Context: an optimization exercise on an open-source flow, tuned for small area, a short achievable clock period and few clock cycles per item. The choices shown serve that exercise and are no tape-out recipe. Function was checked by simulation only, so behaviour that the tests miss may differ from the original. Power figures rest on the tool's default switching activity, not on a simulated workload.

Setup of build 17:
## arp_cache_and_responder_core
module arp_cache_and_responder_core
#(
  parameter int TABLE_ENTRIES = 16,
  parameter int PORT_COUNT    = 2
) (
  input  logic                  clk,
  input  logic                  rst_n,
  input  logic                  in_valid,
  output logic                  in_stall,
  input  logic [1:0]            in_opcode,
  input  logic                  in_port,
  input  logic [arpc_pkg::AOP_W-1:0]      in_arp_operation,
  input  logic [arpc_pkg::IP_W-1:0]       in_sender_ip,
  input  logic [arpc_pkg::MAC_W-1:0]      in_sender_mac,
  input  logic [arpc_pkg::IP_W-1:0]       in_target_ip,
  input  logic                  in_cache_only,
  output logic                  out_valid,
  input  logic                  out_stall,
  output logic [arpc_pkg::STAT_W-1:0]     out_status,
  output logic                  out_tx_valid,
  output logic [1:0]            out_tx_operation,
  output logic                  out_tx_port,
  output logic [arpc_pkg::MAC_W-1:0]      out_tx_sender_mac,
  output logic [arpc_pkg::IP_W-1:0]       out_tx_sender_ip,
  output logic [arpc_pkg::MAC_W-1:0]      out_tx_target_mac,
  output logic [arpc_pkg::IP_W-1:0]       out_tx_target_ip,
  output logic [arpc_pkg::MAC_W-1:0]      out_resolved_mac,
  input  logic                  cfg_valid,
  output logic                  cfg_ready,
  input  logic [arpc_pkg::CFG_IDX_W-1:0]  cfg_index,
  input  logic [arpc_pkg::CFG_DATA_W-1:0] cfg_data
);
Settings: LEC_CHECK=0, CAP_MARGIN=20, CORE_MARGIN=2, CORE_UTILIZATION=60, CTS_CLUSTER_DIAMETER=60, CTS_CLUSTER_SIZE=30, PLACE_DENSITY=0.75, SETUP_SLACK_MARGIN=2.6, SLEW_MARGIN=20, TNS_END_PERCENT=10; clock period 5.0 ns.
standard.sh (not shown) runs the stock make flow with config.mk's settings and CLKGATE_MAP_FILE= SYNTH_SCRIPT=/design/flow/synth_recipe.tcl, a recipe that flattens the netlist after the stock synthesis.
==> flow/flow/run.sh <==
#!/bin/bash
# The standard layout (standard.sh, which runs the standard synthesis unchanged) with three
# changes: port buffers are buf_2 instead of the default delay-buffer cell, timing repair may
# resize across cell footprints, and clock tree synthesis inserts no dummy loads.
set -euo pipefail
bash standard.sh \
  BUFFER_PORTS_ARGS="-buffer_cell sky130_fd_sc_hd__buf_2" \
  MATCH_CELL_FOOTPRINT=0 \
  CTS_ARGS="-sink_clustering_enable -repair_clock_nets -dont_use_dummy_load -sink_clustering_size 30 -sink_clustering_max_diameter 60" \
  finish > standard_flow.log 2>&1
Testbench counts of build 17, summed over its fixed seeds: cycles 3,224, items 3,200.
> inputs changed (build 17 -> build 44)
--- a/flow/design.v
+++ b/flow/design.v
@@ -154,39 +154,26 @@
   logic           b_prt;
   logic           b_req, b_rep;
   logic [IPW-1:0] b_key;
   logic [MW-1:0]  b_smac;
   logic           b_co;
   logic           b_me;         
   logic [N-1:0]   b_rawv;       
   logic [N-1:0]   b_insm;       
   logic           b_hitraw;     
   logic           b_learn;      
   logic           b_eq;         
-  logic [N-1:0]   b_ff;         
-  logic           b_any;        
-  logic           last_ins_any;  
-  logic           last_clr;     
-  logic [N-1:0]   last_clr_vec;
-  logic           last_clr_low;  
-  logic [N-1:0]   m;
-  logic           hit;
-  logic [N-1:0]   ff;
-  logic           any_free;
-  logic           learn, is_rx, is_del, is_res;
-  logic           do_ins, do_clr;
-  logic           new_go;       
-  logic [N-1:0]   ins_vec, mac_we, clr_vec;
-  logic [MW-1:0]  rmac;
-  logic [N-1:0]   rsel;         
-  logic           wr;
+  logic [N-1:0]   b_ff1;        
+  logic [N-1:0]   b_ff2;        
+  logic           b_any1;       
+  logic           b_any2;       
   logic           a_use_port;
   logic [N-1:0]   a_raw;
   logic           a_eq;
   logic           a_hitraw;
   logic           a_learn;
   logic [N-1:0]   a_ff1, a_ff2, a_below;
   logic           a_any1, a_any2;
   assign a_use_port = a_opc[1];    
   always_comb begin
     for (int j = 0; j < N; j++) begin
       a_raw[j] = (t_ip[j] == a_key) && (!a_use_port || (t_port[j] == a_prt));
@@ -221,50 +208,70 @@
       b_req    <= a_req;
       b_rep    <= a_rep;
       b_key    <= a_key;
       b_smac   <= a_smac;
       b_co     <= a_co;
       b_me     <= &a_tg;
       b_rawv   <= a_raw & t_valid;
       b_insm   <= a_ff1 & {N{a_eq}};
       b_hitraw <= a_hitraw;
       b_learn  <= a_learn;
       b_eq     <= a_eq;
-      b_ff     <= (b_v && do_ins) ? a_ff2 : a_ff1;
-      b_any    <= (b_v && do_ins) ? a_any2 : a_any1;
+      b_ff1    <= a_ff1;
+      b_ff2    <= a_ff2;
+      b_any1   <= a_any1;
+      b_any2   <= a_any2;
     end
   end
+  logic           last_ins_any;  
+  logic           last_clr;     
+  logic [N-1:0]   last_clr_vec;
+  logic           last_clr_low;  
+  logic [N-1:0]   m;
+  logic           hit;
+  logic [N-1:0]   ff;
+  logic           any_free;
+  logic           learn, is_rx, is_del, is_res;
+  logic           do_ins, do_clr;
+  logic           new_go;       
+  logic [N-1:0]   ins_vec, mac_we, clr_vec;
+  logic [MW-1:0]  rmac;
+  logic [N-1:0]   rsel;         
+  logic           wr;
   assign is_rx  = (b_opc == arpc_pkg::OPC_RX_ARP);
   assign is_del = (b_opc == arpc_pkg::OPC_DELETE);
   assign is_res = (b_opc == arpc_pkg::OPC_RESOLVE);
   assign learn  = b_learn;
   assign wr     = b_v && adv;
   always_comb begin
     for (int j = 0; j < N; j++) begin
       m[j]    = (b_rawv[j] && !(last_clr && b_eq)) || (last_ins_any && b_insm[j]);
       rsel[j] = b_rawv[j] || (last_ins_any && b_insm[j]);
     end
     if (last_ins_any) begin
       hit = b_hitraw || b_eq;
     end else if (last_clr) begin
       hit = b_hitraw && !b_eq;
     end else begin
       hit = b_hitraw;
     end
     new_go = learn && !hit;
-    if (last_clr_low) begin
+    if (last_ins_any) begin
+      ff       = b_ff2;
+      any_free = b_any2;
+    end else if (last_clr_low) begin
       ff       = last_clr_vec;
       any_free = 1'b1;
     end else begin
-      ff       = b_ff;
-      any_free = b_any || last_clr;
+      ff       = b_ff1;
+      any_free = b_any1 || last_clr;
     end
     do_ins  = new_go && any_free;
     do_clr  = is_del && hit;
     ins_vec = ff & {N{new_go}};
     mac_we  = ins_vec | (m & {N{learn}});
     clr_vec = m & {N{is_del}};
     rmac = '0;
     for (int j = 0; j < N; j++) begin
       rmac = rmac | (t_mac[j] & {MW{rsel[j]}});
     end
   end
Findings:
Share of cells above drive strength 1 delta for build 44 relative to build 17: 1.8 points lower
Die outline area delta (build 44 − build 17): unfavourable
Cell at the slowest stage of the critical path: sky130_fd_sc_hd__a21oi_1 -> build 44, sky130_fd_sc_hd__a21o_2 -> build 17
The higher synthesized area of build 44 and build 17 is in build 44.
Worst setup slack came out higher on build 44 than on build 17.
From build 17 to build 44 the numbers moved as follows: total instance count after detailed placement increased by about 1.1% relative to the old numbers; area occupied by multi-input gates increased by 95 sq um relative to the old numbers; area taken by flip-flops and latches increased by about 0.8% relative to the old numbers; ratio of routed vias to standard cells closely matched the old numbers; met1 track demand over resource increased by 0.56 points relative to the old numbers.
Taking build 17 as the reference, in build 44 number of logic stages on the critical path including buffering fell 1; non-clock buffer count decreased 11%; fraction of the mapped netlist area in simple logic gates picked up an extra 0.21 points.
Testbench counts of build 44, summed over its fixed seeds: cycles 3,224, items 3,200.

---

arp_cache_and_responder_core, a different RTL version from the one above (not shown whole).
Size: about 4,800 cells after synthesis, ~410 I/O pins, about 76,000 um2 of cells after synthesis.
clock: 5.0 ns
lec_check: 0
cap_margin: 20
core_margin: 2
core_utilization: 60
cts_cluster_diameter: 60
cts_cluster_size: 30
place_density: 0.75
setup_slack_margin: 2.6
slew_margin: 20
Scripts as last shown in full above: flow/flow/run.sh
Testbench counts at the start, summed over its fixed seeds: cycles 3,224, items 3,200.
Edit:
--- a/flow/design.v
+++ b/flow/design.v
@@ -206,44 +206,43 @@
       b_co     <= a_co;
       b_me     <= a_prt ? (&a_tg1) : (&a_tg0);
       b_raw    <= a_raw;
       b_hitraw <= |(a_raw & t_valid);
       b_eq     <= a_eq;
       b_ff1    <= a_ff1;
       b_ff2    <= a_ff2;
       b_any1   <= a_any1;
       b_any2   <= a_any2;
     end
   end
-  logic [N-1:0]   last_ins;     
-  logic           last_ins_any;
+  logic           last_ins_any;  
   logic           last_clr;     
   logic [N-1:0]   last_clr_vec;
   logic           last_clr_low;  
   logic [N-1:0]   m;
   logic           hit;
   logic [N-1:0]   ff;
   logic           any_free;
   logic           learn, is_rx, is_del, is_res;
   logic           do_ins, do_clr;
   logic [N-1:0]   ins_vec, mac_we, clr_vec;
   logic [MW-1:0]  rmac;
   logic           wr;
   assign is_rx  = (b_opc == arpc_pkg::OPC_RX_ARP);
   assign is_del = (b_opc == arpc_pkg::OPC_DELETE);
   assign is_res = (b_opc == arpc_pkg::OPC_RESOLVE);
   assign learn  = (b_opc == arpc_pkg::OPC_ADD) || (is_rx && b_rep);
   assign wr     = b_v && adv;
   always_comb begin
     for (int j = 0; j < N; j++) begin
-      m[j] = last_ins[j] ? b_eq : (b_raw[j] && t_valid[j]);
+      m[j] = (last_ins_any && b_ff1[j]) ? b_eq : (b_raw[j] && t_valid[j]);
     end
     hit = (b_hitraw && !(last_clr && b_eq)) || (last_ins_any && b_eq);
     if (last_ins_any) begin
       ff       = b_ff2;
       any_free = b_any2;
     end else if (last_clr_low) begin
       ff       = last_clr_vec;
       any_free = 1'b1;
     end else begin
       ff       = b_ff1;
       any_free = b_any1 || last_clr;
@@ -252,23 +251,22 @@
     do_clr  = is_del && hit;
     ins_vec = ff & {N{learn && !hit}};
     mac_we  = ins_vec | (m & {N{learn}});
     clr_vec = m & {N{is_del}};
     rmac = '0;
     for (int j = 0; j < N; j++) begin
       rmac = rmac | (t_mac[j] & {MW{m[j]}});
     end
   end
   always_ff @(posedge clk) begin
     if (adv) begin
-      last_ins     <= b_v ? ins_vec : '0;
       last_ins_any <= b_v && do_ins;
       last_clr     <= b_v && do_clr;
       last_clr_vec <= clr_vec;
       last_clr_low <= b_v && (|(clr_vec & a_below));
     end
   end
   always_ff @(posedge clk) begin
     if (!rst_n) begin
       t_valid <= '0;
     end else if (wr) begin
       t_valid <= (t_valid | ins_vec) & ~clr_vec;
Result: Wire length rose by about a fifth; clock power rose by a few percent; via count rose by a little under a tenth; synthesized cell count fell by a few percent; final area rose by a few percent; setup slack got worse by 0.23 ns.
Testbench counts after the change, summed over its fixed seeds: cycles 3,224, items 3,200.

port drivers added, routing unchanged:
How much do the figures lean on ideal ports? The routed layouts below were timed once more, with nothing changed but the port constraints. Step 1, drivers: a clkbuf_16 drives clk and a buf_2 each remaining input, both assumed. Step 2 times the ports against the registers' clock, not the clock port: input delays grow and output delays shrink by t, the midpoint of the rising clock arrivals with the driver on. Slacks: ideal ports / drivers / drivers and shift; pairs: ideal ports / drivers.
run	shift t [ns]	slack for setup (ns)	hold WS [ns]	worst setup path after step 2
build 17	0.826	2.232 / 2.232 / 1.671	0.373 / 0.315 / 0.373	input to register
build 44	0.843	2.386 / 2.385 / 1.734	0.331 / 0.306 / 0.331	input to register
the first run of note 2	0.852	2.465 / 2.408 / 1.815	0.370 / 0.309 / 0.407	input to register
the second run of note 2	0.851	2.237 / 2.169 / 1.746	0.354 / 0.291 / 0.383	input to register
After both steps every run listed still meets setup and hold. For build 44, which loses most, drivers alone change the setup slack by -0.001 ns; drivers and shift together by -0.652 ns.
